Context: an optimization exercise on an open-source flow, tuned for small area and a short achievable clock period. The choices shown serve that exercise and are no tape-out recipe. Only simulation tests tie the RTL to the original design; equivalence was not proved. Power and IR drop assume default switching activity.

===== flow/flow/run.sh =====
#!/bin/bash
# Own layout flow: the standard ORFS flow (standard.sh, unchanged synthesis)
# with single-strength port buffers, a lighter clock tree (no dummy loads), a
# setup margin for the timing repair, and the flip-flops that drive output
# ports placed next to their port buffers (flow/pre_dpl.tcl, run before
# detailed placement). ORFS writes each step's log under orfs/logs; make's own
# output goes to standard.log here.
set -euo pipefail
cat >> config.mk <<EOC
export BUFFER_PORTS_ARGS = -buffer_cell sky130_fd_sc_hd__buf_1
export CTS_ARGS = -sink_clustering_enable -repair_clock_nets -dont_use_dummy_load -root_buf sky130_fd_sc_hd__clkbuf_16 -buf_list {sky130_fd_sc_hd__clkbuf_16} -sink_clustering_size 20 -sink_clustering_max_diameter 45
export SETUP_SLACK_MARGIN = 7.0
export PRE_DETAIL_PLACE_TCL = $PWD/flow/pre_dpl.tcl

EOC
bash standard.sh > standard.log 2>&1

===== flow/flow/pre_dpl.tcl =====
# Move each flip-flop that drives an output port buffer next to that buffer, so
# the register-to-output paths are short; detailed placement then legalises.
set block [ord::get_db_block]
set moved 0
foreach bterm [$block getBTerms] {
  if {[$bterm getIoType] ne "OUTPUT"} { continue }
  set net [$bterm getNet]
  if {$net eq "NULL"} { continue }
  set buf ""
  foreach it [$net getITerms] { if {[$it isOutputSignal]} { set buf [$it getInst] } }
  if {$buf eq ""} { continue }
  set in_net ""
  foreach it [$buf getITerms] { if {[$it isInputSignal]} { set in_net [$it getNet] } }
  if {$in_net eq "" || $in_net eq "NULL"} { continue }
  set ff ""
  foreach it [$in_net getITerms] { if {[$it isOutputSignal]} { set ff [$it getInst] } }
  if {$ff eq "" || ![string match "*__df*" [[$ff getMaster] getName]]} { continue }
  set loc [$buf getLocation]
  $ff setLocation [lindex $loc 0] [lindex $loc 1]
  incr moved
}
puts "pre_dpl: moved $moved output flip-flops next to their port buffers"

===== flow/standard.sh =====
#!/bin/bash
# synth_recipe.tcl (not shown) runs the flow's synth.tcl, then flattens the netlist and writes it again
# the make line also repeats each setting of config.mk as NAME=value (left out here)
make -C /OpenROAD-flow-scripts/flow DESIGN_CONFIG=/design/flow/config.mk WORK_HOME=/design/flow/orfs CLKGATE_MAP_FILE= SYNTH_SCRIPT=/design/flow/synth_recipe.tcl "${@:-finish}"

===== flow/config.mk =====
export PLATFORM = sky130hd
export DESIGN_NAME = output_buffer_bank
export DESIGN_NICKNAME = output_buffer_bank
export VERILOG_FILES = /design/flow/design.v
export SDC_FILE = /design/flow/constraint.sdc
export NUM_CORES = 4
export LEC_CHECK = 0
export CAP_MARGIN = 20
export CORE_MARGIN = 2
export CORE_UTILIZATION = 58
export SLEW_MARGIN = 20
export BUFFER_PORTS_ARGS = -buffer_cell sky130_fd_sc_hd__buf_1
export CTS_ARGS = -sink_clustering_enable -repair_clock_nets -dont_use_dummy_load -root_buf sky130_fd_sc_hd__clkbuf_16 -buf_list {sky130_fd_sc_hd__clkbuf_16} -sink_clustering_size 20 -sink_clustering_max_diameter 45
export SETUP_SLACK_MARGIN = 7.0
export PRE_DETAIL_PLACE_TCL = /design/flow/flow/pre_dpl.tcl


===== flow/constraint.sdc =====
create_clock -name core_clock -period 10.0 [get_ports {clk_i}]
set_input_delay 2.0000 -clock core_clock [delete_from_list [all_inputs] [get_ports {clk_i}]]
set_output_delay 2.0000 -clock core_clock [all_outputs]
set_load 0.01 [all_outputs]

===== flow/design.v =====
module output_buffer_bank #(
   parameter int BANK_WIDTH = 32,
   parameter int DATA_W     = 32,
   parameter int ADDR_W     = 16,
   parameter int N_CH       = 8
) (
   input  logic                         clk_i,
   input  logic                         rst_sync_i,
   input  logic                         start_i,
   input  logic                         abort_i,
   input  logic [31:0]                  cfg_out_w_i,
   input  logic [31:0]                  cfg_out_h_i,
   input  logic [ADDR_W-1:0]            cfg_base_addr_i,
   input  logic [2:0]                   output_ch_sel_i,
   input  logic [BANK_WIDTH-1:0]        push_i,
   input  logic [BANK_WIDTH*DATA_W-1:0] data_in_i,
   output logic                         ob_ready_o,
   output logic [N_CH-1:0]              sram_wr_en_o,
   output logic [ADDR_W-1:0]            sram_wr_addr_o,
   output logic [DATA_W-1:0]            sram_wr_data_o,
   output logic                         frame_done_o,
   output logic                         error_o
);
   localparam int BW    = BANK_WIDTH;
   localparam int COL_W = (BANK_WIDTH > 1) ? $clog2(BANK_WIDTH) : 1;
   logic                  idle_q, coll_q, drain_q, done_q;
   logic                  idle_d, coll_d, drain_d, done_d;
   logic [COL_W-1:0]      wm1_q;           
   logic [31:0]           rem_q;           
   logic                  lastrow_q;       
   logic [2:0]            ch_q;
   logic [ADDR_W-1:0]     addr_q;
   logic [BW-1:0]         v_q, v_d;        
   logic                  full_q, full_d;  
   logic [BW-1:0][DATA_W-1:0]   fill_q;
   logic [BW-2:0][DATA_W-1:0]   drn_q;
   logic                  sh_q, nsh_q;     
   logic [COL_W-1:0]      cnt_q;           
   logic                  is1_q;           
   logic                  colpar_q;        
   logic                  z0_q, z1_q;      
   logic                  rlast_q, rlast_d;  
   logic                  ready_q, rdy_o_q, ready_d;
   logic                  err_q, err_d;
   logic [N_CH-1:0]       wr_en_q;
   logic [ADDR_W-1:0]     wr_addr_q;
   logic [DATA_W-1:0]     wr_data_q;
   logic [BW-1:0]         mask, veff, st, bad;
   logic                  cfg_legal, collecting, clr, copy, nxt, issue, wr, bfull, par, nxt_d;
   logic                  lastw, aa;
   always_comb begin
      for (int i = 0; i < BW; i++) mask[i] = (COL_W'(i) <= wm1_q);
   end
   assign cfg_legal  = !(|cfg_out_w_i[31:6]) &&
                       (cfg_out_w_i[5] ? !(|cfg_out_w_i[4:0]) : (|cfg_out_w_i[4:0])) &&
                       (|cfg_out_h_i);
   assign collecting = coll_q | drain_q;
   assign clr   = coll_q & full_q;
   assign copy  = full_q & (coll_q | (rlast_q & !lastrow_q));
   assign nxt   = drain_q & !rlast_q;      
   assign issue = copy | nxt;
   assign wr    = issue & !abort_i;
   assign par   = !colpar_q;               
   assign lastw = copy ? z0_q : is1_q;     
   assign veff  = clr ? '0 : v_q;
   assign st    = {BW{ready_q}} & push_i & mask & ~veff;
   assign bad   = collecting ? (mask & ({BW{!ready_q}} | veff)) : '1;
   assign bfull = ready_q & ((mask & ~veff & ~push_i) == '0);
   always_comb begin
      idle_d  = abort_i | done_q | (idle_q & !(start_i & cfg_legal));
      coll_d  = !abort_i & ((idle_q & start_i & cfg_legal) | (coll_q & !full_q) |
                            (rlast_q & !lastrow_q & !full_q));
      drain_d = wr;
      done_d  = !abort_i & rlast_q & lastrow_q;
      rlast_d = wr & lastw;
      nxt_d   = issue & !lastw;
      if (abort_i || !collecting) begin
         v_d    = '0;
         full_d = 1'b0;
      end else begin
         v_d    = (copy ? '0 : v_q) | st;
         full_d = (full_q & !copy) | bfull;
      end
      aa      = (idle_q & start_i & cfg_legal) | (coll_q & !full_q) | (rlast_q & !lastrow_q & !full_q);
      ready_d = !abort_i & (aa | (issue & !(full_q & !copy) & !bfull));
      err_d = err_q | (!abort_i & ((idle_q & start_i & !cfg_legal) | ((push_i & bad) != '0)));
   end
   always_ff @(posedge clk_i) begin
      if (rst_sync_i) begin
         idle_q    <= 1'b1;
         coll_q    <= 1'b0;
         drain_q   <= 1'b0;
         done_q    <= 1'b0;
         full_q    <= 1'b0;
         rlast_q   <= 1'b0;
         ready_q   <= 1'b0;
         rdy_o_q   <= 1'b0;
         err_q     <= 1'b0;
         wr_en_q   <= '0;
         wr_addr_q <= '0;
         wr_data_q <= '0;
      end else begin
         idle_q    <= idle_d;
         coll_q    <= coll_d;
         drain_q   <= drain_d;
         done_q    <= done_d;
         full_q    <= full_d;
         rlast_q   <= rlast_d;
         ready_q   <= ready_d;
         rdy_o_q   <= !(idle_d | done_d | (drain_d & full_d));
         err_q     <= err_d;
         wr_en_q   <= wr ? (N_CH'(1) << ch_q) : '0;
         wr_addr_q <= wr ? addr_q : '0;
         wr_data_q <= copy & !abort_i ? fill_q[0] :
                      (nxt & !abort_i ? (drn_q[0] ^ {DATA_W{par}}) : '0);
      end
   end
   always_ff @(posedge clk_i) begin
      v_q   <= v_d;
      sh_q  <= nxt_d;
      nsh_q <= !nxt_d;
      if (idle_q) begin
         wm1_q     <= COL_W'(cfg_out_w_i[COL_W-1:0] - 1'b1);
         z0_q      <= (cfg_out_w_i[COL_W-1:0] == COL_W'(1));
         z1_q      <= (cfg_out_w_i[COL_W-1:0] == COL_W'(2));
         rem_q     <= cfg_out_h_i;
         lastrow_q <= (cfg_out_h_i == 32'd1);
         ch_q      <= output_ch_sel_i;
         addr_q    <= cfg_base_addr_i;
      end else begin
         if (rlast_q) begin
            rem_q     <= rem_q - 32'd1;
            lastrow_q <= (rem_q == 32'd2);
         end
         if (issue) addr_q <= addr_q + ADDR_W'(1);
      end
      if (copy) begin
         cnt_q    <= wm1_q;
         is1_q    <= z1_q;
         colpar_q <= 1'b0;
      end else if (nxt) begin
         cnt_q    <= cnt_q - COL_W'(1);
         is1_q    <= (cnt_q == COL_W'(2));
         colpar_q <= !colpar_q;
      end
   end
   always_ff @(posedge clk_i) begin
      for (int i = 0; i < BW; i++)
         if (!v_q[i] || copy) fill_q[i] <= data_in_i[i*DATA_W +: DATA_W];
      for (int k = 0; k < BW-2; k++)
         drn_q[k] <= ~((drn_q[k+1] | {DATA_W{nsh_q}}) & (fill_q[k+1] | {DATA_W{sh_q}}));
      drn_q[BW-2] <= ~fill_q[BW-1];
   end
   assign ob_ready_o     = rdy_o_q;
   assign sram_wr_en_o   = wr_en_q;
   assign sram_wr_addr_o = wr_addr_q;
   assign sram_wr_data_o = wr_data_q;
   assign frame_done_o   = done_q;
   assign error_o        = err_q;
endmodule

==> results of run 1 <==
## cell type report
class | count | area (µm²)
fill | 8132 | 36470
tap | 1512 | 1892
sequential | 2181 | 54620
clock buffer | 171 | 4279
multi-input combinational | 1725 | 10760
inverter | 53 | 202.7
timing repair buffer | 1248 | 5355
antenna | 119 | 297.8
## worst min-delay path by stage
stage          slack (ns)            endpoint
2_1_floorplan        0.38  drn_q[960]$_DFF_P_
3_3_place_gp         0.38  drn_q[982]$_DFF_P_
3_5_place_dp         0.38  drn_q[980]$_DFF_P_
4_1_cts              0.36  drn_q[986]$_DFF_P_
5_1_grt              0.37  drn_q[986]$_DFF_P_
6_report             0.36  drn_q[986]$_DFF_P_
## through the flow
stage / instances / worst slack (ns) / power (µW)
2_1_floorplan: 4240 / 6.497 / 10270
3_3_place_gp: 6712 / 6.114 / 10590
3_5_place_dp: 6712 / 5.502 / 10610
4_1_cts: 6888 / 6.722 / 16280
5_1_grt: 6958 / 6.744 / 16680
6_report: 7009 / 6.763 / 16240
## logic make-up (layout without fill, tap and decap cells)
kind of cell	Yosys count	after routing	synth area share
AOI/OAI and AO/OA	1227	1227	0.1150
buffers and inverters	334	1472	0.01909
muxes	2	2	0.0003395
adders and majority gates	9	9	0.001698
and+or+nand+nor	405	405	0.03048
other	0	119	0
xor gates and xnor gates	82	82	0.01083
DFF	2181	2181	0.8226
## state kept, by name (all words and copies together) (netlist names), 3 cells and up
name,flops
rem_q,32
ch_q,3
cnt_q,5
wm1_q,5
v_q,32
wr_data_q,32
wr_en_q,8
addr_q,16
fill_q,1024
drn_q,992
wr_addr_q,16
## cells in the mapped netlist (all sizes together), types with 3 or more instances
| cell | instances |
|---|---|
| nor2b | 8 |
| o22ai | 961 |
| a221oi | 9 |
| a21o | 3 |
| nor3 | 54 |
| o41ai | 4 |
| buf | 15 |
| or4 | 8 |
| xnor2 | 25 |
| o21ai | 66 |
| nand4b | 3 |
| nand2b | 5 |
| xor2 | 57 |
| inv | 52 |
| a21oi | 114 |
| o2111ai | 3 |
| nor3b | 4 |
| ha | 9 |
| o31ai | 4 |
| a211oi | 18 |
| o21a | 3 |
| a2111oi | 7 |
| nor4 | 23 |
| nand3 | 25 |
| nand4 | 21 |
| clkbuf | 266 |
| and3 | 5 |
| edfxtp | 1089 |
| nand2 | 123 |
| or3 | 5 |
| a31oi | 5 |
| and2 | 22 |
| nor2 | 83 |
| a21bo | 7 |
| or2 | 5 |
| a21boi | 4 |
| a32o | 4 |
| dfxtp | 1092 |
| nand3b | 4 |
## worst register-to-register path, stage by stage, from the launching register on
cell       delay (ns)
edfxtp_1         0.87
nand3_1          0.54
a211oi_1         0.51
o21ai_0          0.24
o2111ai_1        0.15
and4b_1          0.26
a41oi_4          0.35
## layer usage
metal	track usage	vias to the layer above	wire (µm)
met5	0	-	639
met4	0.1689	96	9729
met3	0.1049	499	20860
met2	0.5795	1906	104600
met1	0.4229	20150	75170
li1	-	18550	-
## power groups by stage
stage | Clock, µW | Combinational [µW] | Sequential (µW)
2_1_floorplan | 0 | 173 | 10100
3_3_place_gp | 0 | 427 | 10200
3_5_place_dp | 0 | 438 | 10200
4_1_cts | 5860 | 447 | 9970
5_1_grt | 6180 | 489 | 10000
6_report | 5820 | 452 | 9970
## what timing repair did
action | CTS | global route
gates resized for setup | 154 | 36
buffers inserted | 5 | 0
endpoints found under the setup margin | 567 | 85
pin swaps | 5 | 3
==> impl_metrics.env, run 1 <==
export IMPL_max_freq_mhz=308.9
export IMPL_die_x_um=342.2
export IMPL_drive_gt1_frac=0.07270
export IMPL_vias=41200
export IMPL_cap_violations=0
export IMPL_period_needed_ns=3.237
export IMPL_hp_class="reg -> reg"
export IMPL_whs_ns=0.3630
export IMPL_synth_top_area_frac=0.4930
export IMPL_final_core_util=0.6797
export IMPL_clkTransAtPathRegs_ns=0.08
export IMPL_io_buffers=1201
export IMPL_rsz0062_at_grt="yes"
export IMPL_path_delay_family="flip-flops"
export IMPL_r2r_end="err_q$_SDFF_PP0_"
export IMPL_ys_warn_count=1
export IMPL_drt_iter0_markers=4642
export IMPL_dieArea_um2=117100
export IMPL_wl_per_cell_um=30.10
export IMPL_tritoncts="yes"
export IMPL_crit_path_end_kind="output port"
export IMPL_r2r_start="wm1_q[3]$_DFFE_PP_"
export IMPL_overflow=0
export IMPL_synth_edff_count=1089
export IMPL_min_path_cells=1
export IMPL_status="finished clean"
export IMPL_r2r_slack_ns=7.01
export IMPL_mostFrequentLayoutCells="buf_1 (1139), edfxtp_1 (1089), dfxtp_1 (1049)"
export IMPL_required_ns=8.00
export IMPL_ys_seq_area_frac=0.8226
export IMPL_p_comb_frac=0.028
export IMPL_startpoint="wr_en_q[6]$_SDFF_PP0_"
export IMPL_p_int_uw=13020
export IMPL_finalSetupViolations=0
export IMPL_clockBufferDepth=3
export IMPL_design_area_um2=77410
export IMPL_grt_max_degree=198
export IMPL_slew_headroom=0.2535
export IMPL_tns_ns=0
export IMPL_path_cells="buf_6"
export IMPL_async_flop_share=0
export IMPL_finalHoldViolCount=0
export IMPL_holdCritStartpoint="fill_q[1018]$_DFFE_PN_"
export IMPL_critPathArrivalTime_ns=1.24
export IMPL_drtPass1Iterations=5
export IMPL_clock_latency_ns=0.79
export IMPL_synthFlopType="dfxtp_1"
export IMPL_grt_pass1_wl_um=287800
export IMPL_timing_final_crit_share=0.3237
export IMPL_num_rows=124
export IMPL_peakVddDrop_mv=0.1664
export IMPL_dpl_cell_area_um2=72160
export IMPL_core_area_um2=113900
export IMPL_dp_final_hpwl_um=153400
export IMPL_cts_buffers=171
export IMPL_crit_cells=1
export IMPL_cts_root_buf="clkbuf_16"
export IMPL_sw_frac_of_total=0.1983
export IMPL_pwr_share_clk=0.358
export IMPL_critical_path_class="reg -> out"
export IMPL_rr_worst_depth=6
export IMPL_die_y_um=342.2
export IMPL_netlist_instances=4240
export IMPL_cts_sinks=2181
export IMPL_cp_endpoint="sram_wr_en_o[6]"
export IMPL_wirelength_um=211000
export IMPL_pin_count=1202
export IMPL_power_density_nw_per_um2=209.8
export IMPL_mostFrequentLayoutCell="buf_1"
export IMPL_syn_cell_area_um2=66330
export IMPL_initial_core_util=0.5825
export IMPL_syn_to_final_growth_pct=16.70
export IMPL_synth_top_cells_by_area="edfxtp_1 (49%), dfxtp_1 (33%), o22ai_1 (9.1%), clkbuf_1 (1.5%), a21oi_1 (0.86%)"
export IMPL_path_buf_inv=1
export IMPL_drtAntennaViolNets=0
export IMPL_syn_mean_instance_area_um2=15.64
export IMPL_startpoint_type="flip-flop"
export IMPL_maxSlewViolCount=0
export IMPL_net_switching_power_uw=3221
export IMPL_power_leakage_uw=0.02813
export IMPL_htree_levels=4
export IMPL_groute_usage_overall=0.3510
export IMPL_synth_nets=5392
export IMPL_via_per_inst=5.878
export IMPL_nets=6532
export IMPL_seqPwrFrac=0.614
export IMPL_worst_path_max_delay_cell="dfxtp_2"
export IMPL_synth_seq_cells=2181
export IMPL_drc=0
export IMPL_cts_hold_buf=0
export IMPL_slowest_delay_ns=0.32
export IMPL_grt_pass1_vias=39830
export IMPL_gp_congestion=1.087
export IMPL_synth_area_leader_cell="edfxtp_1"
export IMPL_tightest_slew_ns=1.120
export IMPL_grt_antenna_before_repair=177
export IMPL_ys_types=67
export IMPL_finClkSkew_ns=0.1015
export IMPL_crit_fanout=1
==> inputs of run 2 (changes only) <==
--- a/flow/flow/run.sh
+++ b/flow/flow/run.sh
@@ -8,7 +8,7 @@
 set -euo pipefail
 cat >> config.mk <<EOC
 export BUFFER_PORTS_ARGS = -buffer_cell sky130_fd_sc_hd__buf_1
-export CTS_ARGS = -sink_clustering_enable -repair_clock_nets -dont_use_dummy_load -root_buf sky130_fd_sc_hd__clkbuf_16 -buf_list {sky130_fd_sc_hd__clkbuf_16} -sink_clustering_size 20 -sink_clustering_max_diameter 45
+export CTS_ARGS = -sink_clustering_enable -repair_clock_nets -dont_use_dummy_load -root_buf sky130_fd_sc_hd__clkbuf_16 -tree_buf sky130_fd_sc_hd__clkbuf_16 -buf_list {sky130_fd_sc_hd__clkbuf_8} -sink_clustering_size 16 -sink_clustering_max_diameter 40
 export SETUP_SLACK_MARGIN = 7.0
 export PRE_DETAIL_PLACE_TCL = $PWD/flow/pre_dpl.tcl
 
==> flow/config.mk (replaced) <==
export PLATFORM = sky130hd
export DESIGN_NAME = output_buffer_bank
export DESIGN_NICKNAME = output_buffer_bank
export VERILOG_FILES = /design/flow/design.v
export SDC_FILE = /design/flow/constraint.sdc
export NUM_CORES = 4
export LEC_CHECK = 0
export CAP_MARGIN = 20
export CORE_MARGIN = 2
export CORE_UTILIZATION = 60
export SLEW_MARGIN = 20
export BUFFER_PORTS_ARGS = -buffer_cell sky130_fd_sc_hd__buf_1
export CTS_ARGS = -sink_clustering_enable -repair_clock_nets -dont_use_dummy_load -root_buf sky130_fd_sc_hd__clkbuf_16 -tree_buf sky130_fd_sc_hd__clkbuf_16 -buf_list {sky130_fd_sc_hd__clkbuf_8} -sink_clustering_size 16 -sink_clustering_max_diameter 40
export SETUP_SLACK_MARGIN = 7.0
export PRE_DETAIL_PLACE_TCL = /design/flow/flow/pre_dpl.tcl

==> impl_metrics.env, run 2 <==
export IMPL_largest_register="fill_q"
export IMPL_dp_final_hpwl_um=160300
export IMPL_grt_pass1_vias=40540
export IMPL_largest_reg_flops=1024
export IMPL_tightest_slew_ns=1.149
export IMPL_tritoncts="yes"
export IMPL_dieArea_um2=113200
export IMPL_clock_latency_ns=0.77
export IMPL_path_buf_inv=1
export IMPL_gp_congestion=1.035
export IMPL_ys_warn_count=1
export IMPL_cts_buffers=195
export IMPL_synthSimpleGateAreaFrac=0.03048
export IMPL_total_power_uw=14990
export IMPL_finalWorstSetupSlack_ns=6.759
export IMPL_clkTransAtPathRegs_ns=0.09
export IMPL_cap_violations=0
export IMPL_timing_final_crit_share=0.3241
export IMPL_vias=42320
export IMPL_synth_edff_count=1089
export IMPL_num_rows=121
export IMPL_dpl_cell_area_um2=72120
export IMPL_cts_hold_buf=0
export IMPL_path_delay_family="flip-flops"
export IMPL_wl_per_cell_um=31.40
export IMPL_pin_count=1202
export IMPL_ys_seq_area_frac=0.8226
export IMPL_mostFrequentLayoutCell="buf_1"
export IMPL_place_ws_ns=5.280
export IMPL_maxSlewViolCount=0
export IMPL_grt_antenna_before_repair=208
export IMPL_die_y_um=336.5
export IMPL_critical_path_class="reg -> out"
export IMPL_rr_worst_depth=3
export IMPL_synth_nets=5392
export IMPL_p_int_uw=11910
export IMPL_synth_area_leader_cell="edfxtp_1"
export IMPL_synth_top_family_by_area="compound AO/OA/AOI/OAI gates"
export IMPL_top_regs="fill_q: 1024 flops, drn_q: 992 flops"
export IMPL_power_density_nw_per_um2=197.2
export IMPL_cts_sinks=2181
export IMPL_groute_usage_overall=0.3765
export IMPL_power_leakage_uw=0.02750
export IMPL_core_area_um2=109300
export IMPL_via_per_inst=6.027
export IMPL_synth_top_area_frac=0.4930
export IMPL_drt_iter0_markers=4724
export IMPL_synth_mux_area_frac=0.0003395
export IMPL_slew_headroom=0.2313
export IMPL_seqPwrFrac=0.665
export IMPL_rsz0062_at_grt="yes"
export IMPL_syn_mean_instance_area_um2=15.64
export IMPL_finClkSkew_ns=0.08154
export IMPL_grt_pass1_wl_um=295000
export IMPL_synthMostInstantiatedCell="dfxtp_1"
export IMPL_mostFrequentLayoutCells="buf_1 (1138), edfxtp_1 (1089), dfxtp_1 (1052)"
export IMPL_finalHoldViolCount=0
export IMPL_peakVddDrop_mv=0.1799
export IMPL_min_path_cells=1
export IMPL_nets=6560
export IMPL_wirelength_um=220500
export IMPL_ys_types=67
export IMPL_syn_cell_area_um2=66330
export IMPL_period_needed_ns=3.241
export IMPL_clockBufferDepth=3
export IMPL_path_cells="buf_6"
export IMPL_synth_compound_area_frac=0.1150
export IMPL_drtPass1Iterations=7
export IMPL_crit_fanout=1
export IMPL_cts_root_buf="clkbuf_16"
export IMPL_netlist_instances=4240
export IMPL_sw_frac_of_total=0.2056
export IMPL_syn_to_final_growth_pct=14.62
export IMPL_finalSetupViolations=0
export IMPL_net_switching_power_uw=3082
export IMPL_critPathArrivalTime_ns=1.24
export IMPL_slowest_delay_ns=0.37
export IMPL_required_ns=8.00
export IMPL_synth_commonest_cells="dfxtp_1 (1092), edfxtp_1 (1089), o22ai_1 (961)"
export IMPL_die_x_um=336.5
export IMPL_design_area_um2=76030
export IMPL_place_inst=6677
export IMPL_htree_levels=4
export IMPL_crit_cells=1
export IMPL_status="finished clean"
export IMPL_async_flop_share=0
export IMPL_worst_path_max_delay_cell="dfxtp_2"
export IMPL_synth_fa_ha_area_frac=0.001698
export IMPL_synth_seq_cells=2181
export IMPL_p_comb_frac=0.030
export IMPL_drc=0
export IMPL_max_freq_mhz=308.6
export IMPL_tns_ns=0
export IMPL_drive_gt1_frac=0.07973
export IMPL_startpoint_type="flip-flop"
export IMPL_instances_no_fill=7021
export IMPL_synthXorXnorAreaFrac=0.01083
export IMPL_grt_max_degree=240
export IMPL_overflow=0
export IMPL_drtAntennaViolNets=0
export IMPL_io_buffers=1201
export IMPL_synth_top_cells_by_area="edfxtp_1 (49%), dfxtp_1 (33%), o22ai_1 (9.1%), clkbuf_1 (1.5%), a21oi_1 (0.86%)"
export IMPL_crit_path_end_kind="output port"
export IMPL_hp_class="reg -> reg"
export IMPL_pwr_share_clk=0.304
export IMPL_synthFlopType="dfxtp_1"
export IMPL_initial_core_util=0.6068
[run 2: power by group through the flow]
stage	registers (µW)	clock network [µW]	logic, µW
2_1_floorplan	10100	0	173
3_3_place_gp	10200	0	426
3_5_place_dp	10200	0	437
4_1_cts	9970	4580	443
5_1_grt	10000	4930	489
6_report	9980	4560	455
[run 2: repair_timing]
item	in CTS	in global routing
pin swaps	5	3
setup endpoints to repair	158	203
cloned	0	1
gates resized for setup	165	35
setup buffers	5	2
[run 2: path summary, 6_finish.rpt]
path	from	endpoint	slack (ns)
hold reg to reg	fill_q[1014]$_DFFE_PN_	drn_q[982]$_DFF_P_	0.35
hold / removal	fill_q[1014]$_DFFE_PN_	drn_q[982]$_DFF_P_	0.35
setup reg to reg	sh_q$_DFF_P_	drn_q[224]$_DFF_P_	6.96
setup / recovery	wr_data_q[26]$_SDFF_PP0_	sram_wr_data_o[26]	6.76
[run 2: layout make-up]
cell class              instances  area (µm²)
repair buffers               1252        5356
multi-input cells            1725       10780
inverters                      53       202.7
clock buffers                 195        2875
diodes                        139       347.8
fillers                      7728       33280
well taps                    1476        1847
flip-flops and latches       2181       54620
[run 2: cell families after synthesis]
family / count (synthesis)
compound gates: 1227
xor+xnor: 82
fa+ha+maj: 9
buf+inv: 334
flops: 2181
mux: 2
simple gates: 405
[run 2: stage by stage]
| stage | hold slack (ns) | utilization |
|---|---|---|
| final | 0.3450 | 0.6956 |
| after global routing | 0.3628 | 0.6945 |
| after CTS | 0.3457 | 0.6906 |
| after detailed placement | 0.3808 | 0.6598 |
| after global placement | 0.3774 | 0.6596 |
| after floorplan | 0.3764 | - |
[run 2: layer usage]
layer | vias up | part of all wire | global-route usage
met5 | - | 0.0036 | 0.004255
met4 | 112 | 0.065 | 0.2421
met3 | 688 | 0.11 | 0.1279
met2 | 2380 | 0.48 | 0.6072
met1 | 20580 | 0.34 | 0.4313
li1 | 18560 | - | -
==> inputs of run 3 (changes only) <==
==> flow/flow/run.sh (replaced) <==
#!/bin/bash
# Own layout flow: the standard ORFS flow (standard.sh, unchanged synthesis)
# with single-strength port buffers, a lighter clock tree (no dummy loads), a
# setup margin for the timing repair, and the flip-flops that drive output
# ports placed next to their port buffers (flow/pre_dpl.tcl, run before
# detailed placement), and the output ports grouped with the control inputs
# that gate them (flow/pre_iop.tcl). ORFS writes each step's log under
# orfs/logs; make's own
# output goes to standard.log here.
set -euo pipefail
cat >> config.mk <<EOC
export BUFFER_PORTS_ARGS = -buffer_cell sky130_fd_sc_hd__buf_1
export CTS_ARGS = -sink_clustering_enable -repair_clock_nets -dont_use_dummy_load -root_buf sky130_fd_sc_hd__clkbuf_16 -tree_buf sky130_fd_sc_hd__clkbuf_8 -buf_list {sky130_fd_sc_hd__clkbuf_4} -sink_clustering_size 10 -sink_clustering_max_diameter 30
export SETUP_SLACK_MARGIN = 7.0
export PRE_DETAIL_PLACE_TCL = $PWD/flow/pre_dpl.tcl
export PRE_IO_PLACEMENT_TCL = $PWD/flow/pre_iop.tcl
EOC
bash standard.sh > standard.log 2>&1
==> flow/flow/pre_iop.tcl (new file) <==
# Keep the output ports and the control inputs that gate the output registers
# (abort_i, rst_sync_i, start_i) together on the die edge, so the paths into
# and out of the output registers stay short.
set grp {}
foreach bt [[ord::get_db_block] getBTerms] {
  set n [$bt getName]
  if {[$bt getIoType] eq "OUTPUT" || $n in {abort_i rst_sync_i start_i}} { lappend grp $n }
}
set_io_pin_constraint -group -order -pin_names $grp
puts "pre_iop: grouped [llength $grp] pins"
==> flow/config.mk (replaced) <==
export PLATFORM = sky130hd
export DESIGN_NAME = output_buffer_bank
export DESIGN_NICKNAME = output_buffer_bank
export VERILOG_FILES = /design/flow/design.v
export SDC_FILE = /design/flow/constraint.sdc
export NUM_CORES = 4
export LEC_CHECK = 0
export CAP_MARGIN = 20
export CORE_MARGIN = 2
export CORE_UTILIZATION = 60
export SLEW_MARGIN = 20
export BUFFER_PORTS_ARGS = -buffer_cell sky130_fd_sc_hd__buf_1
export CTS_ARGS = -sink_clustering_enable -repair_clock_nets -dont_use_dummy_load -root_buf sky130_fd_sc_hd__clkbuf_16 -tree_buf sky130_fd_sc_hd__clkbuf_8 -buf_list {sky130_fd_sc_hd__clkbuf_4} -sink_clustering_size 10 -sink_clustering_max_diameter 30
export SETUP_SLACK_MARGIN = 7.0
export PRE_DETAIL_PLACE_TCL = /design/flow/flow/pre_dpl.tcl
export PRE_IO_PLACEMENT_TCL = /design/flow/flow/pre_iop.tcl
==> impl_metrics.env, run 3 <==
export IMPL_dieArea_um2=113200
export IMPL_synth_top_area_frac=0.4930
export IMPL_tns_ns=0
export IMPL_hp_class="reg -> reg"
export IMPL_htree_levels=5
export IMPL_mostFrequentLayoutCells="buf_1 (1142), edfxtp_1 (1089), dfxtp_1 (1040)"
export IMPL_ys_types=67
export IMPL_peakVddDrop_mv=0.1432
export IMPL_top_regs="fill_q: 1024 flops, drn_q: 992 flops"
export IMPL_slew_headroom=0.1703
export IMPL_required_ns=8.00
export IMPL_syn_to_final_growth_pct=15.23
export IMPL_drt_iter0_markers=4634
export IMPL_finalHoldViolCount=0
export IMPL_synth_seq_cells=2181
export IMPL_ys_seq_area_frac=0.8226
export IMPL_netlist_instances=4240
export IMPL_timing_final_crit_share=0.3248
export IMPL_crit_fanout=2
export IMPL_groute_usage_overall=0.3673
export IMPL_r2r_start="ready_q$_SDFF_PP0_"
export IMPL_core_area_um2=109300
export IMPL_grt_pass1_vias=41310
export IMPL_period_needed_ns=3.248
export IMPL_grt_antenna_before_repair=176
export IMPL_synth_top_cells_by_area="edfxtp_1 (49%), dfxtp_1 (33%), o22ai_1 (9.1%), clkbuf_1 (1.5%), a21oi_1 (0.86%)"
export IMPL_mostFrequentLayoutCell="buf_1"
export IMPL_synthFlopType="dfxtp_1"
export IMPL_wirelength_um=215900
export IMPL_clock_latency_ns=0.82
export IMPL_worst_path_max_delay_cell="dfxtp_2"
export IMPL_largest_reg_flops=1024
export IMPL_clkTransAtPathRegs_ns=0.07
export IMPL_num_fill_cells=7722
export IMPL_finClkSkew_ns=0.09605
export IMPL_initial_core_util=0.6068
export IMPL_grt_pass1_wl_um=289700
export IMPL_syn_mean_instance_area_um2=15.64
export IMPL_num_rows=121
export IMPL_crit_path_end_kind="output port"
export IMPL_whs_ns=0.3650
export IMPL_die_x_um=336.5
export IMPL_dp_final_hpwl_um=154700
export IMPL_drive_gt1_frac=0.1044
export IMPL_finalSetupViolations=0
export IMPL_die_y_um=336.5
export IMPL_grt_max_degree=226
export IMPL_vias=42710
export IMPL_maxSlewViolCount=0
export IMPL_path_cells="buf_6"
export IMPL_overflow=0
export IMPL_nets=6717
export IMPL_power_leakage_uw=0.02792
export IMPL_path_buf_inv=1
export IMPL_critPathArrivalTime_ns=1.25
export IMPL_syn_cell_area_um2=66330
export IMPL_critical_path_class="reg -> out"
export IMPL_synth_nets=5392
export IMPL_tritoncts="yes"
export IMPL_largest_register="fill_q"
export IMPL_status="finished clean"
export IMPL_via_per_inst=5.965
export IMPL_drtPass1Iterations=6
export IMPL_startpoint_type="flip-flop"
export IMPL_multiInputGateArea_um2=10720
export IMPL_path_delay_family="flip-flops"
export IMPL_rsz0062_at_grt="yes"
export IMPL_holdCritStartpoint="drn_q[338]$_DFF_P_"
export IMPL_synthMostInstantiatedCell="dfxtp_1"
export IMPL_gp_congestion=0.9399
export IMPL_wl_per_cell_um=30.16
export IMPL_io_buffers=1201
export IMPL_total_power_uw=15410
export IMPL_seq_area_um2=54640
export IMPL_slowest_delay_ns=0.34
export IMPL_pin_count=1202
export IMPL_cts_hold_buf=0
export IMPL_cts_root_buf="clkbuf_16"
export IMPL_drtAntennaViolNets=0
export IMPL_startpoint="done_q$_SDFF_PP0_"
export IMPL_cap_violations=0
export IMPL_synth_edff_count=1089
export IMPL_drc=0
export IMPL_clockBufferDepth=4
export IMPL_max_freq_mhz=307.9
export IMPL_cts_buffers=357
export IMPL_cts_sinks=2181
export IMPL_ys_warn_count=1
export IMPL_tightest_slew_ns=1.245
export IMPL_power_density_nw_per_um2=201.6
export IMPL_synth_area_leader_cell="edfxtp_1"
export IMPL_synth_commonest_cells="dfxtp_1 (1092), edfxtp_1 (1089), o22ai_1 (961)"
export IMPL_async_flop_share=0
==> run 3: cell counts after synthesis <==
Identical to the previous run, type by type.
==> run 3: cell type report <==
cell class              count  area share
diodes                    121    0.003961
clock buffers             357     0.04394
inverters                  53    0.002652
multi-input cells        1725      0.1402
flip-flops and latches   2181      0.7148
well taps                1476     0.02416
repair buffers           1247     0.07024
==> run 3: power by group <==
group | internal (µW) | switching (µW)
Sequential | 9810 | 164
Combinational | 212 | 258
Clock | 2160 | 2810
Total | 12200 | 3230
==> run 3: cell families (layout without fill, tap and decap cells) <==
family	after synthesis	count (layout)	share of synthesized area
DFF	2181	2181	0.8226
other	0	121	0
muxes	2	2	0.0003395
and+or+nand+nor	405	405	0.03048
buffers and inverters	334	1657	0.01909
xor gates and xnor gates	82	82	0.01083
adders and majority gates	9	9	0.001698
AOI/OAI and AO/OA	1227	1227	0.1150
==> run 3: through the flow <==
| step | util | instances | area (µm²) | setup slack (ns) |
|---|---|---|---|---|
| floorplan | - | 4240 | 66390 | 6.497 |
| global placement | 0.6598 | 6674 | 72120 | 6.013 |
| detailed placement | 0.6600 | 6675 | 72140 | 5.513 |
| CTS | 0.6948 | 7035 | 75950 | 6.705 |
| global route | 0.6983 | 7117 | 76330 | 6.715 |
| finish | 0.6993 | 7160 | 76440 | 6.752 |
==> run 3: what timing repair did <==
action                     in CTS  in global routing
pin swaps                       2                  3
setup endpoints to repair     229                179
gates cloned                    0                  1
gates resized for setup       163                 30
buffers inserted                3                  2
==> run 3: metal layers <==
layer | global-route usage | wire (µm)
met1 | 0.4339 | 76150
met2 | 0.5951 | 106700
met3 | 0.1112 | 21090
met4 | 0.2225 | 11470
met5 | 0 | 582
==> run 3: path summary, 6_finish.rpt <==
| check | to | slack, ns | cells after the start |
|---|---|---|---|
| setup / recovery | frame_done_o | 6.75 | 1 |
| hold / removal | drn_q[306]$_DFF_P_ | 0.36 | 1 |
| setup reg to reg | err_q$_SDFF_PP0_ | 7.01 | 7 |
| hold reg to reg | drn_q[306]$_DFF_P_ | 0.36 | 1 |
==> inputs of run 4 (changes only) <==
--- a/flow/flow/run.sh
+++ b/flow/flow/run.sh
@@ -10,7 +10,7 @@
 set -euo pipefail
 cat >> config.mk <<EOC
 export BUFFER_PORTS_ARGS = -buffer_cell sky130_fd_sc_hd__buf_1
-export CTS_ARGS = -sink_clustering_enable -repair_clock_nets -dont_use_dummy_load -root_buf sky130_fd_sc_hd__clkbuf_16 -tree_buf sky130_fd_sc_hd__clkbuf_8 -buf_list {sky130_fd_sc_hd__clkbuf_4} -sink_clustering_size 10 -sink_clustering_max_diameter 30
+export CTS_ARGS = -sink_clustering_enable -repair_clock_nets -dont_use_dummy_load -root_buf sky130_fd_sc_hd__clkbuf_16 -buf_list {sky130_fd_sc_hd__clkbuf_8} -sink_clustering_size 20 -sink_clustering_max_diameter 40
 export SETUP_SLACK_MARGIN = 7.0
 export PRE_DETAIL_PLACE_TCL = $PWD/flow/pre_dpl.tcl
 export PRE_IO_PLACEMENT_TCL = $PWD/flow/pre_iop.tcl
==> flow/config.mk (replaced) <==
export PLATFORM = sky130hd
export DESIGN_NAME = output_buffer_bank
export DESIGN_NICKNAME = output_buffer_bank
export VERILOG_FILES = /design/flow/design.v
export SDC_FILE = /design/flow/constraint.sdc
export NUM_CORES = 4
export LEC_CHECK = 0
export CAP_MARGIN = 20
export CORE_MARGIN = 2
export CORE_UTILIZATION = 60
export SLEW_MARGIN = 20
export BUFFER_PORTS_ARGS = -buffer_cell sky130_fd_sc_hd__buf_1
export CTS_ARGS = -sink_clustering_enable -repair_clock_nets -dont_use_dummy_load -root_buf sky130_fd_sc_hd__clkbuf_16 -buf_list {sky130_fd_sc_hd__clkbuf_8} -sink_clustering_size 20 -sink_clustering_max_diameter 40
export SETUP_SLACK_MARGIN = 7.0
export PRE_DETAIL_PLACE_TCL = /design/flow/flow/pre_dpl.tcl
export PRE_IO_PLACEMENT_TCL = /design/flow/flow/pre_iop.tcl
==> impl_metrics.env, run 4 <==
export IMPL_grt_pass1_wl_um=285800
export IMPL_critical_path_class="in -> reg"
export IMPL_highest_layer="met5"
export IMPL_drtPass1Iterations=6
export IMPL_synthFlopType="dfxtp_1"
export IMPL_hp_class="reg -> reg"
export IMPL_mostFrequentLayoutCell="buf_1"
export IMPL_initial_core_util=0.6068
export IMPL_slew_headroom=0.2335
export IMPL_largest_reg_flops=1024
export IMPL_wirelength_um=213200
export IMPL_grt_pass1_vias=39770
export IMPL_cap_violations=0
export IMPL_crit_path_end_kind="flip-flop"
export IMPL_synth_commonest_cells="dfxtp_1 (1092), edfxtp_1 (1089), o22ai_1 (961)"
export IMPL_drt_iter0_markers=4644
export IMPL_top_regs="fill_q: 1024 flops, drn_q: 992 flops"
export IMPL_place_inst=6675
export IMPL_startpoint_type="primary input"
export IMPL_num_rows=121
export IMPL_dp_final_hpwl_um=154700
export IMPL_instances_no_fill=6977
export IMPL_num_fill_cells=7738
export IMPL_synth_seq_cells=2181
export IMPL_ys_warn_count=1
export IMPL_maxSlewViolCount=0
export IMPL_cts_hold_buf=0
export IMPL_syn_mean_instance_area_um2=15.64
export IMPL_m1WireLength_um=75370
export IMPL_tns_ns=0
export IMPL_die_x_um=336.5
export IMPL_wl_per_cell_um=30.55
export IMPL_drc=0
export IMPL_required_ns=10.54
export IMPL_clockBufferDepth=3
export IMPL_cts_buffers=180
export IMPL_power_density_nw_per_um2=194.4
export IMPL_tritoncts="yes"
export IMPL_synthMostInstantiatedCell="dfxtp_1"
export IMPL_period_needed_ns=3.224
export IMPL_synth_top_area_frac=0.4930
export IMPL_io_buffers=1201
export IMPL_tightest_slew_ns=1.150
export IMPL_dieArea_um2=113200
export IMPL_die_y_um=336.5
export IMPL_vias=41580
export IMPL_largest_register="fill_q"
export IMPL_async_flop_share=0
export IMPL_timing_final_crit_share=0.3224
export IMPL_groute_usage_overall=0.3637
export IMPL_peakVddDrop_mv=0.1448
export IMPL_grt_antenna_before_repair=174
export IMPL_finalWorstSetupSlack_ns=6.776
export IMPL_status="finished clean"
export IMPL_whs_ns=0.3231
export IMPL_finalSetupViolations=0
export IMPL_syn_cell_area_um2=66330
export IMPL_syn_to_final_growth_pct=13.89
export IMPL_gp_congestion=0.9399
export IMPL_synth_nets=5392
export IMPL_rsz0062_at_grt="yes"
export IMPL_synth_edff_count=1089
export IMPL_pin_count=1202
export IMPL_netlist_instances=4240
export IMPL_drive_gt1_frac=0.07614
export IMPL_via_per_inst=5.959
export IMPL_cts_root_buf="clkbuf_16"
export IMPL_nets=6539
export IMPL_synth_top_cells_by_area="edfxtp_1 (49%), dfxtp_1 (33%), o22ai_1 (9.1%), clkbuf_1 (1.5%), a21oi_1 (0.86%)"
export IMPL_overflow=0
export IMPL_max_freq_mhz=310.2
export IMPL_core_area_um2=109300
export IMPL_dpl_cell_area_um2=72140
export IMPL_finalHoldViolCount=0
export IMPL_place_ws_ns=5.513
export IMPL_cts_sinks=2181
export IMPL_power_leakage_uw=0.02728
export IMPL_ys_seq_area_frac=0.8226
export IMPL_grt_max_degree=226
export IMPL_drtAntennaViolNets=0
export IMPL_finClkSkew_ns=0.1175
export IMPL_clock_latency_ns=0.78
export IMPL_clkTransAtPathRegs_ns=0.11
export IMPL_mostFrequentLayoutCells="buf_1 (1138), edfxtp_1 (1089), dfxtp_1 (1041)"
export IMPL_ys_types=67
export IMPL_design_area_um2=75550
export IMPL_htree_levels=4
export IMPL_wl_met3_um=21060
export IMPL_critPathArrivalTime_ns=3.76
export IMPL_synth_area_leader_cell="edfxtp_1"
export IMPL_dr_wl_met2_um=104700
export IMPL_crit_fanout=2
[run 4: cell type report]
cell class                      count  area, µm²  area share
Multi-Input combinational cell   1725      10730      0.1420
Timing Repair Buffer             1246       5349     0.07080
Tap cell                         1476       1847     0.02445
Inverter                           53      206.4    0.002733
Clock buffer                      180       2489     0.03294
Sequential cell                  2181      54640      0.7232
Antenna cell                      116      290.3    0.003842
[run 4: cell families after synthesis]
group	Yosys count	share of synthesized area
xor gates and xnor gates	82	0.01083
AOI/OAI and AO/OA	1227	0.1150
and+or+nand+nor	405	0.03048
DFF	2181	0.8226
adders and majority gates	9	0.001698
buffers and inverters	334	0.01909
muxes	2	0.0003395
[run 4: routing by layer]
metal  up-vias  global-route usage
met3       569              0.1098
met4        86              0.2105
met2      2101              0.5882
li1      18490                   -
met5         -                   0
met1     20330              0.4350
[run 4: final timing paths]
path	start	endpoint	slack [ns]	cells past startpoint
max	push_i[28]	err_q$_SDFF_PP0_	6.78	6
min reg2reg	fill_q[144]$_DFFE_PN_	drn_q[112]$_DFF_P_	0.32	1
min	fill_q[144]$_DFFE_PN_	drn_q[112]$_DFF_P_	0.32	1
max reg2reg	nsh_q$_DFF_P_	drn_q[578]$_DFF_P_	7.04	3
[run 4: where the power goes]
| part | internal (µW) | switching, µW |
|---|---|---|
| Clock | 1610 | 2630 |
| Sequential | 9800 | 163 |
| Combinational | 214 | 259 |
[run 4: what timing repair did]
action,CTS,global route
pin swaps,5,4
resized for setup,172,35
setup endpoints to repair,164,376
buffers inserted,3,3
hold endpoints to repair,0,0
[run 4: metrics by stage]
step                total power (µW)    util
finish                         14680  0.6911
global route                   15080  0.6903
CTS                            14690  0.6870
detailed placement             10620  0.6600
global placement               10600  0.6598
floorplan                      10270       -
[run 4: worst max-delay path, stage by stage]
cell	delay, ns
buf_8	0.10
or4_4	0.52
o41ai_2	0.33
a21oi_1	0.16
a2111oi_4	0.35
a41oi_2	0.29
==> inputs of run 5 (changes only) <==
--- a/flow/flow/run.sh
+++ b/flow/flow/run.sh
@@ -10,8 +10,8 @@
 set -euo pipefail
 cat >> config.mk <<EOC
 export BUFFER_PORTS_ARGS = -buffer_cell sky130_fd_sc_hd__buf_1
-export CTS_ARGS = -sink_clustering_enable -repair_clock_nets -dont_use_dummy_load -root_buf sky130_fd_sc_hd__clkbuf_16 -buf_list {sky130_fd_sc_hd__clkbuf_8} -sink_clustering_size 20 -sink_clustering_max_diameter 40
-export SETUP_SLACK_MARGIN = 7.0
+export CTS_ARGS = -sink_clustering_enable -repair_clock_nets -dont_use_dummy_load -root_buf sky130_fd_sc_hd__clkbuf_16 -buf_list {sky130_fd_sc_hd__clkbuf_8} -sink_clustering_size 16 -sink_clustering_max_diameter 40
+export SETUP_SLACK_MARGIN = 7.3
 export PRE_DETAIL_PLACE_TCL = $PWD/flow/pre_dpl.tcl
 export PRE_IO_PLACEMENT_TCL = $PWD/flow/pre_iop.tcl
 EOC
==> flow/config.mk (replaced) <==
export PLATFORM = sky130hd
export DESIGN_NAME = output_buffer_bank
export DESIGN_NICKNAME = output_buffer_bank
export VERILOG_FILES = /design/flow/design.v
export SDC_FILE = /design/flow/constraint.sdc
export NUM_CORES = 4
export LEC_CHECK = 0
export CAP_MARGIN = 20
export CORE_MARGIN = 2
export CORE_UTILIZATION = 60
export SLEW_MARGIN = 20
export BUFFER_PORTS_ARGS = -buffer_cell sky130_fd_sc_hd__buf_1
export CTS_ARGS = -sink_clustering_enable -repair_clock_nets -dont_use_dummy_load -root_buf sky130_fd_sc_hd__clkbuf_16 -buf_list {sky130_fd_sc_hd__clkbuf_8} -sink_clustering_size 16 -sink_clustering_max_diameter 40
export SETUP_SLACK_MARGIN = 7.3
export PRE_DETAIL_PLACE_TCL = /design/flow/flow/pre_dpl.tcl
export PRE_IO_PLACEMENT_TCL = /design/flow/flow/pre_iop.tcl
==> impl_metrics.env, run 5 <==
export IMPL_slowest_delay_ns=0.33
export IMPL_crit_path_end_kind="output port"
export IMPL_max_freq_mhz=310.4
export IMPL_wirelength_um=215000
export IMPL_nets=6568
export IMPL_grt_antenna_before_repair=173
export IMPL_grt_pass1_vias=39940
export IMPL_netlist_instances=4240
export IMPL_cts_root_buf="clkbuf_16"
export IMPL_synthFlopType="dfxtp_1"
export IMPL_slew_headroom=0.2537
export IMPL_synth_top_cells_by_area="edfxtp_1 (49%), dfxtp_1 (33%), o22ai_1 (9.1%), clkbuf_1 (1.5%), a21oi_1 (0.86%)"
export IMPL_maxSlewViolCount=0
export IMPL_die_y_um=336.5
export IMPL_syn_mean_instance_area_um2=15.64
export IMPL_finalSetupViolations=0
export IMPL_crit_fanout=1
export IMPL_pin_count=1202
export IMPL_wl_met3_um=21450
export IMPL_path_cells="buf_6"
export IMPL_largest_reg_flops=1024
export IMPL_peakVddDrop_mv=0.1398
export IMPL_finClkSkew_ns=0.1206
export IMPL_path_buf_inv=1
export IMPL_synth_edff_count=1089
export IMPL_grt_max_degree=184
export IMPL_cts_buffers=191
export IMPL_drive_gt1_frac=0.08792
export IMPL_place_inst=6673
export IMPL_finalHoldViolCount=0
export IMPL_die_x_um=336.5
export IMPL_r2r_end="err_q$_SDFF_PP0_"
export IMPL_rsz0062_at_grt="yes"
export IMPL_period_needed_ns=3.222
export IMPL_cts_sinks=2181
export IMPL_synth_seq_cells=2181
export IMPL_clkTransAtPathRegs_ns=0.09
export IMPL_clockBufferDepth=3
export IMPL_synthMostInstantiatedCell="dfxtp_1"
export IMPL_async_flop_share=0
export IMPL_rr_worst_depth=7
export IMPL_critPathArrivalTime_ns=1.22
export IMPL_min_path_cells=1
export IMPL_drt_iter0_markers=4440
export IMPL_core_area_um2=109300
export IMPL_hp_class="reg -> reg"
export IMPL_io_buffers=1201
export IMPL_clock_latency_ns=0.78
export IMPL_instances_no_fill=7001
export IMPL_drtAntennaViolNets=0
export IMPL_dp_final_hpwl_um=155700
export IMPL_power_leakage_uw=0.02762
export IMPL_groute_usage_overall=0.3685
export IMPL_status="finished clean"
export IMPL_r2r_start="wm1_q[4]$_DFFE_PP_"
export IMPL_via_per_inst=5.974
export IMPL_drc=0
export IMPL_initial_core_util=0.6068
export IMPL_top_regs="fill_q: 1024 flops, drn_q: 992 flops"
export IMPL_r2r_slack_ns=7.17
export IMPL_ys_seq_area_frac=0.8226
export IMPL_syn_to_final_growth_pct=14.95
export IMPL_path_delay_family="flip-flops"
export IMPL_seq_area_um2=54630
export IMPL_cap_violations=0
export IMPL_power_density_nw_per_um2=194.1
export IMPL_mostFrequentLayoutCell="buf_1"
export IMPL_worst_path_max_delay_cell="dfxtp_2"
export IMPL_hold_end="drn_q[81]$_DFF_P_"
export IMPL_startpoint_type="flip-flop"
export IMPL_highest_layer="met5"
export IMPL_cts_hold_buf=0
export IMPL_synth_top_area_frac=0.4930
export IMPL_required_ns=8.00
export IMPL_synth_area_leader_cell="edfxtp_1"
export IMPL_wl_per_cell_um=30.70
export IMPL_ys_warn_count=1
export IMPL_syn_cell_area_um2=66330
export IMPL_ys_types=67
export IMPL_tns_ns=0
export IMPL_critical_path_class="reg -> out"
export IMPL_mostFrequentLayoutCells="buf_1 (1124), edfxtp_1 (1089), dfxtp_1 (1042)"
export IMPL_drtPass1Iterations=5
export IMPL_timing_final_crit_share=0.3222
export IMPL_vias=41820
export IMPL_m1WireLength_um=76290
export IMPL_num_fill_cells=7714
export IMPL_gp_congestion=0.9294
export IMPL_dieArea_um2=113200
export IMPL_overflow=0
export IMPL_holdCritStartpoint="fill_q[113]$_DFFE_PN_"
export IMPL_dr_wl_met2_um=106200
export IMPL_synth_commonest_cells="dfxtp_1 (1092), edfxtp_1 (1089), o22ai_1 (961)"
export IMPL_htree_levels=4
export IMPL_grt_pass1_wl_um=289100
export IMPL_tightest_slew_ns=1.120
export IMPL_tritoncts="yes"
export IMPL_synth_nets=5392
export IMPL_multiInputGateArea_um2=11000
export IMPL_num_rows=121
export IMPL_largest_register="fill_q"
## run 5: kinds of logic after synthesis
family          Yosys count  share of synthesized area
buf+inv                 334                    0.01909
flops                  2181                     0.8226
mux                       2                  0.0003395
fa+ha+maj                 9                   0.001698
compound gates         1227                     0.1150
xor+xnor                 82                    0.01083
simple gates            405                    0.03048
## run 5: cell type report
cell class	instances	area share
Antenna cell	111	0.003643
Clock buffer	191	0.03462
Inverter	53	0.002625
Multi-Input combinational cell	1726	0.1443
Sequential cell	2181	0.7165
Tap cell	1476	0.02422
Timing Repair Buffer	1263	0.07415
## run 5: power breakdown
part / switching [µW] / total [µW] / internal [µW]
Combinational: 259 / 480 / 221
Clock: 2640 / 4350 / 1710
Sequential: 167 / 9970 / 9810
## run 5: per-stage QoR
stage / total power [µW] / hold slack [ns] / utilization / area (µm²) / worst slack, ns
final: 14800 / 0.3522 / 0.6976 / 76250 / 6.778
after global routing: 15210 / 0.3774 / 0.6968 / 76160 / 6.741
after CTS: 14810 / 0.3449 / 0.6922 / 75670 / 6.741
after detailed placement: 10630 / 0.3808 / 0.6608 / 72230 / 5.639
after global placement: 10610 / 0.3786 / 0.6608 / 72230 / 6.158
after floorplan: 10270 / 0.3764 / - / 66650 / 6.497
## run 5: how the worst max path moves through the flow
| stage | from | cells after the start | slack, ns | to |
|---|---|---|---|---|
| 2_1_floorplan | push_i[8] | 5 | 6.50 | err_q$_SDFF_PP0_ |
| 3_3_place_gp | push_i[0] | 6 | 6.16 | err_q$_SDFF_PP0_ |
| 3_5_place_dp | cfg_out_w_i[7] | 7 | 5.64 | err_q$_SDFF_PP0_ |
| 4_1_cts | wr_en_q[4]$_SDFF_PP0_ | 1 | 6.74 | sram_wr_en_o[4] |
| 5_1_grt | wr_data_q[0]$_SDFF_PP0_ | 1 | 6.74 | sram_wr_data_o[0] |
| 6_report | wr_data_q[22]$_SDFF_PP0_ | 1 | 6.78 | sram_wr_data_o[22] |
## run 5: layer usage
| layer | GRT usage | vias to the layer above |
|---|---|---|
| met5 | 0 | - |
| met4 | 0.1994 | 94 |
| met3 | 0.1106 | 551 |
| met2 | 0.5986 | 2164 |
| met1 | 0.4446 | 20470 |
| li1 | - | 18540 |
## run 5: timing repair
item	in CTS	in global routing
pin swaps	18	24
resized for setup	221	52
gates cloned	3	0
endpoints found under the setup margin	1168	213
setup buffers	11	12
==> inputs of run 6 (changes only) <==
==> flow/flow/run.sh (replaced) <==
#!/bin/bash
# Own layout flow: the standard ORFS flow (standard.sh, unchanged synthesis)
# with single-strength port buffers, a lighter clock tree (no dummy loads), a
# setup margin for the timing repair, and the flip-flops that drive output
# ports placed next to their port buffers (flow/pre_dpl.tcl, run before
# detailed placement), with the output ports grouped with the control inputs
# that gate them (flow/pre_iop.tcl). ORFS writes each step's log under orfs/logs; make's own
# output goes to standard.log here.
set -euo pipefail
cat >> config.mk <<EOC
export BUFFER_PORTS_ARGS = -buffer_cell sky130_fd_sc_hd__buf_1
export CTS_ARGS = -sink_clustering_enable -repair_clock_nets -dont_use_dummy_load -root_buf sky130_fd_sc_hd__clkbuf_16 -buf_list {sky130_fd_sc_hd__clkbuf_8} -sink_clustering_size 16 -sink_clustering_max_diameter 40
export SETUP_SLACK_MARGIN = 7.0
export PRE_DETAIL_PLACE_TCL = $PWD/flow/pre_dpl.tcl
export PRE_IO_PLACEMENT_TCL = $PWD/flow/pre_iop.tcl
EOC
bash standard.sh > standard.log 2>&1
--- a/flow/config.mk
+++ b/flow/config.mk
@@ -11,6 +11,6 @@
 export SLEW_MARGIN = 20
 export BUFFER_PORTS_ARGS = -buffer_cell sky130_fd_sc_hd__buf_1
 export CTS_ARGS = -sink_clustering_enable -repair_clock_nets -dont_use_dummy_load -root_buf sky130_fd_sc_hd__clkbuf_16 -buf_list {sky130_fd_sc_hd__clkbuf_8} -sink_clustering_size 16 -sink_clustering_max_diameter 40
-export SETUP_SLACK_MARGIN = 7.3
+export SETUP_SLACK_MARGIN = 7.0
 export PRE_DETAIL_PLACE_TCL = /design/flow/flow/pre_dpl.tcl
 export PRE_IO_PLACEMENT_TCL = /design/flow/flow/pre_iop.tcl
==> impl_metrics.env, run 6 <==
export IMPL_num_fill_cells=7713
export IMPL_path_delay_family="flip-flops"
export IMPL_seqPwrFrac=0.673
export IMPL_peakVddDrop_mv=0.1502
export IMPL_synth_edff_count=1089
export IMPL_io_buffers=1201
export IMPL_die_x_um=336.5
export IMPL_final_core_util=0.6926
export IMPL_cts_hold_buf=0
export IMPL_top_regs="fill_q: 1024 flops, drn_q: 992 flops"
export IMPL_critPathArrivalTime_ns=1.20
export IMPL_startpoint_type="flip-flop"
export IMPL_power_leakage_uw=0.02737
export IMPL_pwr_share_clk=0.295
export IMPL_core_area_um2=109300
export IMPL_mostFrequentLayoutCells="buf_1 (1138), edfxtp_1 (1089), dfxtp_1 (1042)"
export IMPL_period_needed_ns=3.198
export IMPL_dieArea_um2=113200
export IMPL_ys_seq_area_frac=0.8226
export IMPL_tightest_slew_ns=1.207
export IMPL_cts_sinks=2181
export IMPL_dpl_cell_area_um2=72140
export IMPL_async_flop_share=0
export IMPL_wl_per_cell_um=30.51
export IMPL_syn_mean_instance_area_um2=15.64
export IMPL_path_cells="buf_6"
export IMPL_slew_headroom=0.1955
export IMPL_design_area_um2=75700
export IMPL_nets=6552
export IMPL_cts_buffers=193
export IMPL_mostFrequentLayoutCell="buf_1"
export IMPL_syn_cell_area_um2=66330
export IMPL_drive_gt1_frac=0.07818
export IMPL_slowest_delay_ns=0.33
export IMPL_via_per_inst=5.956
export IMPL_drt_iter0_markers=4511
export IMPL_gp_congestion=0.9399
export IMPL_clock_latency_ns=0.77
export IMPL_worst_path_max_delay_cell="dfxtp_2"
export IMPL_synthMostInstantiatedCell="dfxtp_1"
export IMPL_crit_cells=1
export IMPL_pin_count=1202
export IMPL_finClkSkew_ns=0.09425
export IMPL_max_freq_mhz=312.7
export IMPL_p_comb_frac=0.032
export IMPL_drtAntennaViolNets=0
export IMPL_cts_root_buf="clkbuf_16"
export IMPL_initial_core_util=0.6068
export IMPL_rr_worst_depth=3
export IMPL_ys_types=67
export IMPL_htree_levels=4
export IMPL_required_ns=8.00
export IMPL_netlist_instances=4240
export IMPL_synth_top_cells_by_area="edfxtp_1 (49%), dfxtp_1 (33%), o22ai_1 (9.1%), clkbuf_1 (1.5%), a21oi_1 (0.86%)"
export IMPL_vias=41600
export IMPL_sw_frac_of_total=0.2072
export IMPL_grt_pass1_wl_um=286100
export IMPL_syn_to_final_growth_pct=14.13
export IMPL_overflow=0
export IMPL_cap_violations=0
export IMPL_path_buf_inv=1
export IMPL_synth_top_area_frac=0.4930
export IMPL_critical_path_class="reg -> out"
export IMPL_grt_antenna_before_repair=174
export IMPL_tns_ns=0
export IMPL_synth_area_leader_cell="edfxtp_1"
export IMPL_p_int_uw=11740
export IMPL_synthFlopType="dfxtp_1"
export IMPL_net_switching_power_uw=3069
export IMPL_die_y_um=336.5
export IMPL_timing_final_crit_share=0.3198
export IMPL_power_density_nw_per_um2=195.7
export IMPL_maxSlewViolCount=0
export IMPL_drtPass1Iterations=6
export IMPL_wirelength_um=213100
export IMPL_crit_fanout=1
export IMPL_clkTransAtPathRegs_ns=0.09
export IMPL_crit_path_end_kind="output port"
export IMPL_finalSetupViolations=0
export IMPL_rsz0062_at_grt="yes"
export IMPL_ys_warn_count=1
export IMPL_num_rows=121
export IMPL_finalHoldViolCount=0
export IMPL_status="finished clean"
export IMPL_tritoncts="yes"
export IMPL_grt_pass1_vias=39900
export IMPL_dp_final_hpwl_um=154700
export IMPL_grt_max_degree=226
export IMPL_min_path_cells=1
export IMPL_clockBufferDepth=3
export IMPL_largest_register="fill_q"
export IMPL_synth_commonest_cells="dfxtp_1 (1092), edfxtp_1 (1089), o22ai_1 (961)"
export IMPL_synth_seq_cells=2181
export IMPL_drc=0
export IMPL_groute_usage_overall=0.3638
export IMPL_hp_class="reg -> reg"
export IMPL_synth_nets=5392
export IMPL_largest_reg_flops=1024
run 6: final timing paths:
check | slack (ns) | to | startpoint
min | 0.35 | drn_q[14]$_DFF_P_ | drn_q[46]$_DFF_P_
max | 6.80 | sram_wr_addr_o[13] | wr_addr_q[13]$_SDFF_PP0_
max reg2reg | 7.05 | drn_q[129]$_DFF_P_ | sh_q$_DFF_P_
min reg2reg | 0.35 | drn_q[14]$_DFF_P_ | drn_q[46]$_DFF_P_
run 6: logic make-up (layout without fill, tap and decap cells):
kind of cell / after synthesis / count (layout) / synth area share
xor gates and xnor gates: 82 / 82 / 0.01083
buffers and inverters: 334 / 1492 / 0.01909
AOI/OAI and AO/OA: 1227 / 1227 / 0.1150
DFF: 2181 / 2181 / 0.8226
adders and majority gates: 9 / 9 / 0.001698
muxes: 2 / 2 / 0.0003395
other: 0 / 110 / 0
and+or+nand+nor: 405 / 405 / 0.03048
run 6: routing by layer:
metal,GRT usage,up-vias,share of wire
li1,-,18520,-
met1,0.4340,20340,0.36
met2,0.5928,2068,0.49
met3,0.1111,571,0.096
met4,0.2012,98,0.050
met5,0,-,0.0029
run 6: layout make-up:
type | instances | area [µm²] | share of cell area
clock buffers | 193 | 2668 | 0.03524
inverters | 53 | 206.4 | 0.002727
repair buffers | 1246 | 5343 | 0.07057
flip-flops and latches | 2181 | 54630 | 0.7217
multi-input cells | 1725 | 10730 | 0.1417
well taps | 1476 | 1847 | 0.02440
diodes | 110 | 275.3 | 0.003636
run 6: repair_timing:
action                                  CTS  global route
setup buffers                             3             3
endpoints found under the hold margin     0             0
gates resized for setup                 171            33
pin swaps                                 5             4
endpoints found under the setup margin  147           389
run 6: power groups by stage:
stage	Clock, µW	Sequential [µW]	Combinational, µW
6_report	4370	9970	472
5_1_grt	4730	10000	505
4_1_cts	4400	9970	463
3_5_place_dp	0	10200	456
3_3_place_gp	0	10200	444
2_1_floorplan	0	10100	173
run 6: stage by stage:
stage | worst slack (ns) | total power, µW | hold WS [ns] | std cells
after detailed placement | 5.513 | 10620 | 0.3798 | 6675
final | 6.802 | 14810 | 0.3545 | 6984
after global routing | 6.759 | 15230 | 0.3577 | 6947
after global placement | 6.013 | 10600 | 0.3774 | 6674
after CTS | 6.730 | 14830 | 0.3488 | 6871
after floorplan | 6.497 | 10270 | 0.3764 | 4240
==> inputs of run 7 (changes only) <==
--- a/flow/flow/run.sh
+++ b/flow/flow/run.sh
@@ -3,8 +3,9 @@
 # with single-strength port buffers, a lighter clock tree (no dummy loads), a
 # setup margin for the timing repair, and the flip-flops that drive output
 # ports placed next to their port buffers (flow/pre_dpl.tcl, run before
-# detailed placement), with the output ports grouped with the control inputs
-# that gate them (flow/pre_iop.tcl). ORFS writes each step's log under orfs/logs; make's own
+# detailed placement), and the output ports grouped with the control inputs
+# that gate them and the push inputs (flow/pre_iop.tcl). ORFS writes each step's log under
+# orfs/logs; make's own
 # output goes to standard.log here.
 set -euo pipefail
 cat >> config.mk <<EOC
==> flow/flow/pre_iop.tcl (replaced) <==
# Keep the output ports, the control inputs that gate the output registers
# (abort_i, rst_sync_i, start_i) and the per-column push inputs together on
# the die edge, so the paths into and out of the control registers and the
# output registers stay short.
set grp {}
foreach bt [[ord::get_db_block] getBTerms] {
  set n [$bt getName]
  if {[$bt getIoType] eq "OUTPUT" || $n in {abort_i rst_sync_i start_i} || [string match "push_i*" $n]} {
    lappend grp $n
  }
}
set_io_pin_constraint -group -order -pin_names $grp
puts "pre_iop: grouped [llength $grp] pins"
==> impl_metrics.env, run 7 <==
export IMPL_largest_reg_flops=1024
export IMPL_whs_ns=0.3615
export IMPL_path_buf_inv=1
export IMPL_async_flop_share=0
export IMPL_synth_top_cells_by_area="edfxtp_1 (49%), dfxtp_1 (33%), o22ai_1 (9.1%), clkbuf_1 (1.5%), a21oi_1 (0.86%)"
export IMPL_crit_path_end_kind="output port"
export IMPL_tightest_slew_ns=1.108
export IMPL_synth_commonest_cells="dfxtp_1 (1092), edfxtp_1 (1089), o22ai_1 (961)"
export IMPL_final_core_util=0.6930
export IMPL_period_needed_ns=3.204
export IMPL_top_regs="fill_q: 1024 flops, drn_q: 992 flops"
export IMPL_grt_max_degree=223
export IMPL_maxSlewViolCount=0
export IMPL_io_buffers=1201
export IMPL_cts_root_buf="clkbuf_16"
export IMPL_ys_types=67
export IMPL_num_fill_cells=7791
export IMPL_crit_fanout=1
export IMPL_netlist_instances=4240
export IMPL_status="finished clean"
export IMPL_power_density_nw_per_um2=195.5
export IMPL_cap_violations=0
export IMPL_path_cells="buf_6"
export IMPL_synth_top_area_frac=0.4930
export IMPL_timing_final_crit_share=0.3204
export IMPL_synth_area_leader_cell="edfxtp_1"
export IMPL_critPathArrivalTime_ns=1.20
export IMPL_gp_congestion=0.9707
export IMPL_ys_warn_count=1
export IMPL_mostFrequentLayoutCell="buf_1"
export IMPL_synth_edff_count=1089
export IMPL_die_y_um=336.5
export IMPL_syn_mean_instance_area_um2=15.64
export IMPL_largest_register="fill_q"
export IMPL_drtPass1Iterations=7
export IMPL_place_ws_ns=5.826
export IMPL_wirelength_um=215300
export IMPL_critical_path_class="reg -> out"
export IMPL_grt_antenna_before_repair=178
export IMPL_drive_gt1_frac=0.07828
export IMPL_finalWorstSetupSlack_ns=6.796
export IMPL_drc=0
export IMPL_hp_class="reg -> reg"
export IMPL_drt_iter0_markers=4371
export IMPL_dp_final_hpwl_um=157200
export IMPL_finClkSkew_ns=0.1268
export IMPL_slew_headroom=0.2585
export IMPL_max_freq_mhz=312.1
export IMPL_drtAntennaViolNets=0
-- run 7: cell counts after synthesis --
No cell type changed its count.
-- run 7: layout make-up --
| cell class | instances | area, µm² | share of cell area |
|---|---|---|---|
| Timing Repair Buffer | 1251 | 5394 | 0.07121 |
| Clock buffer | 193 | 2668 | 0.03522 |
| Multi-Input combinational cell | 1726 | 10750 | 0.1419 |
| Tap cell | 1476 | 1847 | 0.02438 |
| Inverter | 53 | 198.9 | 0.002626 |
| Antenna cell | 105 | 262.8 | 0.003469 |
| Sequential cell | 2181 | 54630 | 0.7212 |
-- run 7: cell families (layout without fill, tap and decap cells) --
family / count (synthesis) / after routing / share of synthesized area
mux: 2 / 2 / 0.0003395
xor+xnor: 82 / 82 / 0.01083
flops: 2181 / 2181 / 0.8226
compound gates: 1227 / 1228 / 0.1150
buf+inv: 334 / 1497 / 0.01909
other cells: 0 / 105 / 0
simple gates: 405 / 405 / 0.03048
fa+ha+maj: 9 / 9 / 0.001698
-- run 7: final timing paths --
path                                            to                      from  depth (start not counted)  slack (ns)
worst max-delay path            sram_wr_data_o[21]  wr_data_q[21]$_SDFF_PP0_                          1        6.80
worst min-delay path            drn_q[984]$_DFF_P_    fill_q[1016]$_DFFE_PN_                          1        0.36
worst min register to register  drn_q[984]$_DFF_P_    fill_q[1016]$_DFFE_PN_                          1        0.36
worst max register to register  drn_q[227]$_DFF_P_              sh_q$_DFF_P_                          3        7.19
-- run 7: layer usage --
| layer | GRT usage | routed length [µm] |
|---|---|---|
| met1 | 0.4361 | 76210 |
| met2 | 0.6024 | 106700 |
| met3 | 0.1001 | 19480 |
| met4 | 0.2177 | 12300 |
| met5 | 0 | 609 |
-- run 7: where the power goes --
| part | switching, µW | leakage (µW) | internal, µW | total (µW) |
|---|---|---|---|---|
| logic | 265 | 0.00529 | 213 | 478 |
| clock network | 2630 | 0.00139 | 1720 | 4360 |
| registers | 166 | 0.0207 | 9810 | 9970 |
| total | 3060 | 0.0274 | 11700 | 14800 |
-- run 7: timing repair --
| action | 4_1_cts | 5_1_grt |
|---|---|---|
| hold buffers | 0 | 0 |
| setup buffers | 1 | 1 |
| setup endpoints to repair | 100 | 175 |
| pin swaps | 2 | 6 |
| cloned | 1 | 1 |
| gates resized for setup | 159 | 46 |
-- run 7: metrics by stage --
| stage | std cells | power, µW |
|---|---|---|
| after floorplan | 4240 | 10270 |
| after global placement | 6682 | 10610 |
| after detailed placement | 6682 | 10630 |
| after CTS | 6877 | 14820 |
| after global routing | 6963 | 15240 |
| final | 6985 | 14810 |

Setup slack of run 7, layout unchanged: 6.796 ns with ideal ports, 6.720 ns with driving cells assumed (clock clkbuf_16, inputs buf_2), 6.039 ns with port delays also shifted by the 0.786 ns mid clock arrival.
